Source: an optimization exercise on an open RTL-to-GDS flow (aim: small area, a short achievable clock period and few clock cycles). Production flows keep margins and buffers that such runs may drop. In this exercise RTL edits were held to simulation tests only and were not proved equivalent to the original. Power is estimated from default activity; no workload was simulated.

## wip/willow
==> flow/design.v <==
package p256_pkg;
    localparam logic [255:0] P_256 =
        256'hffffffff00000001000000000000000000000000ffffffffffffffffffffffff;
    localparam logic [255:0] K_256 =
        256'h00000000fffffffeffffffffffffffffffffffff000000000000000000000001;
endpackage
module WordSplitAdd #(
    parameter int NB = 2
) (
    input  logic [31:0]   x,
    input  logic [31:0]   y,
    input  logic [31:0]   z,
    input  logic          y0,     
    output logic [31:0]   s0,     
    output logic [NB-1:0] g,      
    output logic [NB-1:0] p,      
    output logic          c31     
);
    localparam int BW = 32 / NB;
    logic [31:0] s, c, w;
    assign s = x ^ y ^ z;
    assign c = (x & y) | (x & z) | (y & z);
    assign w = {c[30:0], y0};
    for (genvar b = 0; b < NB; b++) begin : g_blk
        assign {g[b], s0[b*BW +: BW]} = {1'b0, s[b*BW +: BW]} + {1'b0, w[b*BW +: BW]};
        assign p[b] = &(s[b*BW +: BW] ^ w[b*BW +: BW]);
    end
    assign c31 = c[31];
endmodule
module WordFinish #(
    parameter int NB = 2
) (
    input  logic [31:0]   s0,
    input  logic [NB-1:0] g,
    input  logic [NB-1:0] p,
    input  logic          cin,
    output logic [31:0]   sum,
    output logic          cout
);
    localparam int BW = 32 / NB;
    logic [NB:0] cb;
    assign cb[0] = cin;
    for (genvar b = 0; b < NB; b++) begin : g_blk
        assign cb[b+1] = g[b] | (p[b] & cb[b]);
        assign sum[b*BW +: BW] = cb[b] ? s0[b*BW +: BW] + 1'b1 : s0[b*BW +: BW];
    end
    assign cout = cb[NB];
endmodule
module p256_mod_add #(
    parameter int RD_LAT = 3
) (
    input  logic        clk,
    input  logic        rst_n,
    input  logic        ena,
    input  logic [31:0] a_din,
    input  logic [31:0] b_din,
    output logic        rdy,
    output logic [2:0]  a_addr,
    output logic [2:0]  b_addr,
    output logic [2:0]  d_addr,
    output logic        d_wren,
    output logic [31:0] d_dout
);
    localparam int NB = 4;
    logic [3:0]  k_q, k_d;
    logic        r_q, f_q, cin_q;
    logic        bad;
    logic        first_q, word0_q, m_q, m0_q;
    logic [31:0] s0_q, s0;
    logic [NB-1:0] g_q, p_q, g, p;
    logic        c31_q, c31;
    logic        co;
    logic [31:0] z;
    assign z = {{30{m_q}}, m_q | first_q, m0_q};
    WordSplitAdd #(.NB(NB)) u_split (
        .x(a_din), .y(b_din), .z(z), .y0(c31_q & ~first_q & ~word0_q),
        .s0(s0), .g(g), .p(p), .c31(c31)
    );
    WordFinish #(.NB(NB)) u_fin (
        .s0(s0_q), .g(g_q), .p(p_q), .cin(cin_q),
        .sum(d_dout), .cout(co)
    );
    assign a_addr = k_q[2:0];
    assign b_addr = k_q[2:0];
    assign d_addr = {~k_q[2], k_q[1:0]};
    assign d_wren = k_q >= 4'd4 && k_q <= 4'd11;
    assign rdy    = k_q == 4'd12;
    assign bad = k_q == 4'd11 && r_q && !(co || c31_q);
    always_comb begin
        k_d = k_q;
        if (bad) begin
            k_d = 4'd15;
        end else if (k_q != 4'd12) begin
            k_d = k_q + 4'd1;
        end
    end
    always_ff @(posedge clk or negedge rst_n) begin
        if (!rst_n) begin
            k_q     <= 4'd15;
            r_q     <= 1'b0;
            f_q     <= 1'b0;
            cin_q   <= 1'b0;
            first_q <= 1'b0;
            word0_q <= 1'b0;
            m_q     <= 1'b0;
            m0_q    <= 1'b0;
        end else if (ena) begin
            k_q <= k_d;
            if (bad) f_q <= 1'b1;
            if (k_q == 4'd3) begin
                r_q   <= (co | c31_q) & ~f_q;
                cin_q <= (co | c31_q) & ~f_q;
            end else begin
                cin_q <= co & (k_q != 4'd2);
            end
            first_q <= k_d == 4'd2;
            word0_q <= k_d == 4'd3;
            m_q     <= r_q && k_d >= 4'd6 && k_d <= 4'd9;
            m0_q    <= r_q && k_d >= 4'd6 && k_d <= 4'd8;
        end
    end
    always_ff @(posedge clk) begin
        if (ena) begin
            s0_q  <= s0;
            g_q   <= g;
            p_q   <= p;
            c31_q <= c31;
        end
    end
endmodule
clock: 6.0 ns
lec_check: 0
cap_margin: 20
core_margin: 2
core_utilization: 40
setup_slack_margin: 2.3
slew_margin: 20
standard.sh (not shown) runs the stock make flow with config.mk's settings and CLKGATE_MAP_FILE= SYNTH_SCRIPT=/design/flow/synth_recipe.tcl, a recipe that flattens the netlist after the stock synthesis.
==> flow/flow/run.sh <==
#!/bin/bash
# The standard layout, with the port buffers inserted as the smallest buffer
# (sky130_fd_sc_hd__buf_1) instead of the resizer's default pick; timing repair
# resizes them from there. Each step's full output stays in orfs/logs; make's own
# output goes to standard.log.
set -euo pipefail
export BUFFER_PORTS_ARGS="-buffer_cell sky130_fd_sc_hd__buf_1"
bash standard.sh > standard.log 2>&1
In summary, wip/willow completed successfully, with a layout that passed the timing, design-rule and antenna checks.
Testbench counts of wip/willow, summed over its fixed seeds: cycles 4,480.
What wip/delta does differently from wip/willow at the input level:
- CORE_UTILIZATION changed from 40 to 65
- SETUP_SLACK_MARGIN changed from 2.3 to 2.8
==> results.txt <==
Relative to wip/willow, critical path depth in cells increased by 4 in wip/delta. ~same power density of the placed cells in wip/delta and wip/willow. Compared with wip/willow, wip/delta shows area of the core lower by 4500 sq um. wip/delta vs wip/willow, instance count: wip/delta lower. From wip/willow to wip/delta the numbers moved as follows: count of clock buffers in the final design has increased; setup slack now sits higher. NOTE: layout net count in wip/delta exceeds that of wip/willow. wip/delta vs. wip/willow: hold violation count in the final report did not really move, remaining max-slew budget at the tightest pin up 15 points, design area lost 0.74%, number of global-route vias before repair grew by 2.9%.
--- input diff wip/delta..wip/pepper ---
- removing SETUP_SLACK_MARGIN (formerly 2.8)
- changing CORE_UTILIZATION from 65 to 40
[summary]
- wip/pepper vs wip/delta on final critical delay including setup and external delays: wip/pepper is the higher one.
- The combinational fraction of design power of wip/pepper is lower than that of wip/delta.
- Between wip/delta and wip/pepper, the flow reports switching component of the power decreasing slightly.
- wip/pepper: no failed stages, no open violations at the end
- wip/delta: full flow OK, the timing, design-rule and antenna checks passed

========
RTL: the design.v shown in full above, as it stands there.
Settings: LEC_CHECK=0, CAP_MARGIN=20, CORE_MARGIN=2, CORE_UTILIZATION=65, PLACE_DENSITY=0.8, SETUP_SLACK_MARGIN=2.8, SLEW_MARGIN=20; clock period 6.0 ns.
Scripts as last shown in full above: flow/flow/run.sh
Testbench counts at the start, summed over its fixed seeds: cycles 4,480.
==> next run, changes <==
- CORE_UTILIZATION: 65 -> 40
- PLACE_DENSITY: 0.8 -> unset
Outcome: Routed wire length hardly moves. Sequential power increases by about 0.5%. Final area increases by 2.9%. Die area increases by 59%. Core utilization decreases by 29 points. Cell count increases by 7.9%.
==> next run, changes <==
- SETUP_SLACK_MARGIN: 2.8 -> 3.5
After rerunning: Synthesized area stays the same; wire length is higher by 18%; sequential power climbs by 2.9%; total power grows by 23%.

==> what the ideal ports hide <==
In the flow no input, the clock included, has a driving cell. The finished layouts below were timed again as built, in two steps.
Step 1, drivers: a clkbuf_16 drives clk and a buf_2 each remaining input, both assumed.
Step 2 times the ports against the registers' clock, not the clock port: input delays grow and output delays shrink by t, the midpoint of the rising clock arrivals with the driver on.
a / b / c = ideal / step 1 / step 2; a / b = the first two.
| run | t, ns | slack for setup (ns) | hold slack, ns | worst data-port slew with drivers (ns) |
|---|---|---|---|---|
| wip/willow | 0.314 | 2.467 / 2.433 / 2.536 | 0.508 / 0.508 / 0.508 | 0.03 |
| wip/delta | 0.324 | 2.843 / 2.842 / 2.518 | 0.520 / 0.520 / 0.520 | 0.05 |
| wip/pepper | 0.314 | 2.467 / 2.433 / 2.536 | 0.508 / 0.508 / 0.508 | 0.03 |
| the first run of note 2 | 0.321 | 2.863 / 2.841 / 2.550 | 0.519 / 0.519 / 0.519 | 0.04 |
| the second run of note 2 | 0.312 | 2.875 / 2.839 / 2.609 | 0.500 / 0.500 / 0.500 | 0.03 |
| the third run of note 2 | 0.316 | 2.954 / 2.945 / 2.649 | 0.509 / 0.509 / 0.509 | 0.05 |
After both steps every run listed still meets setup and hold. The setup slack of wip/delta, which loses most, moves by -0.001 ns with the drivers and by -0.325 ns with both steps.
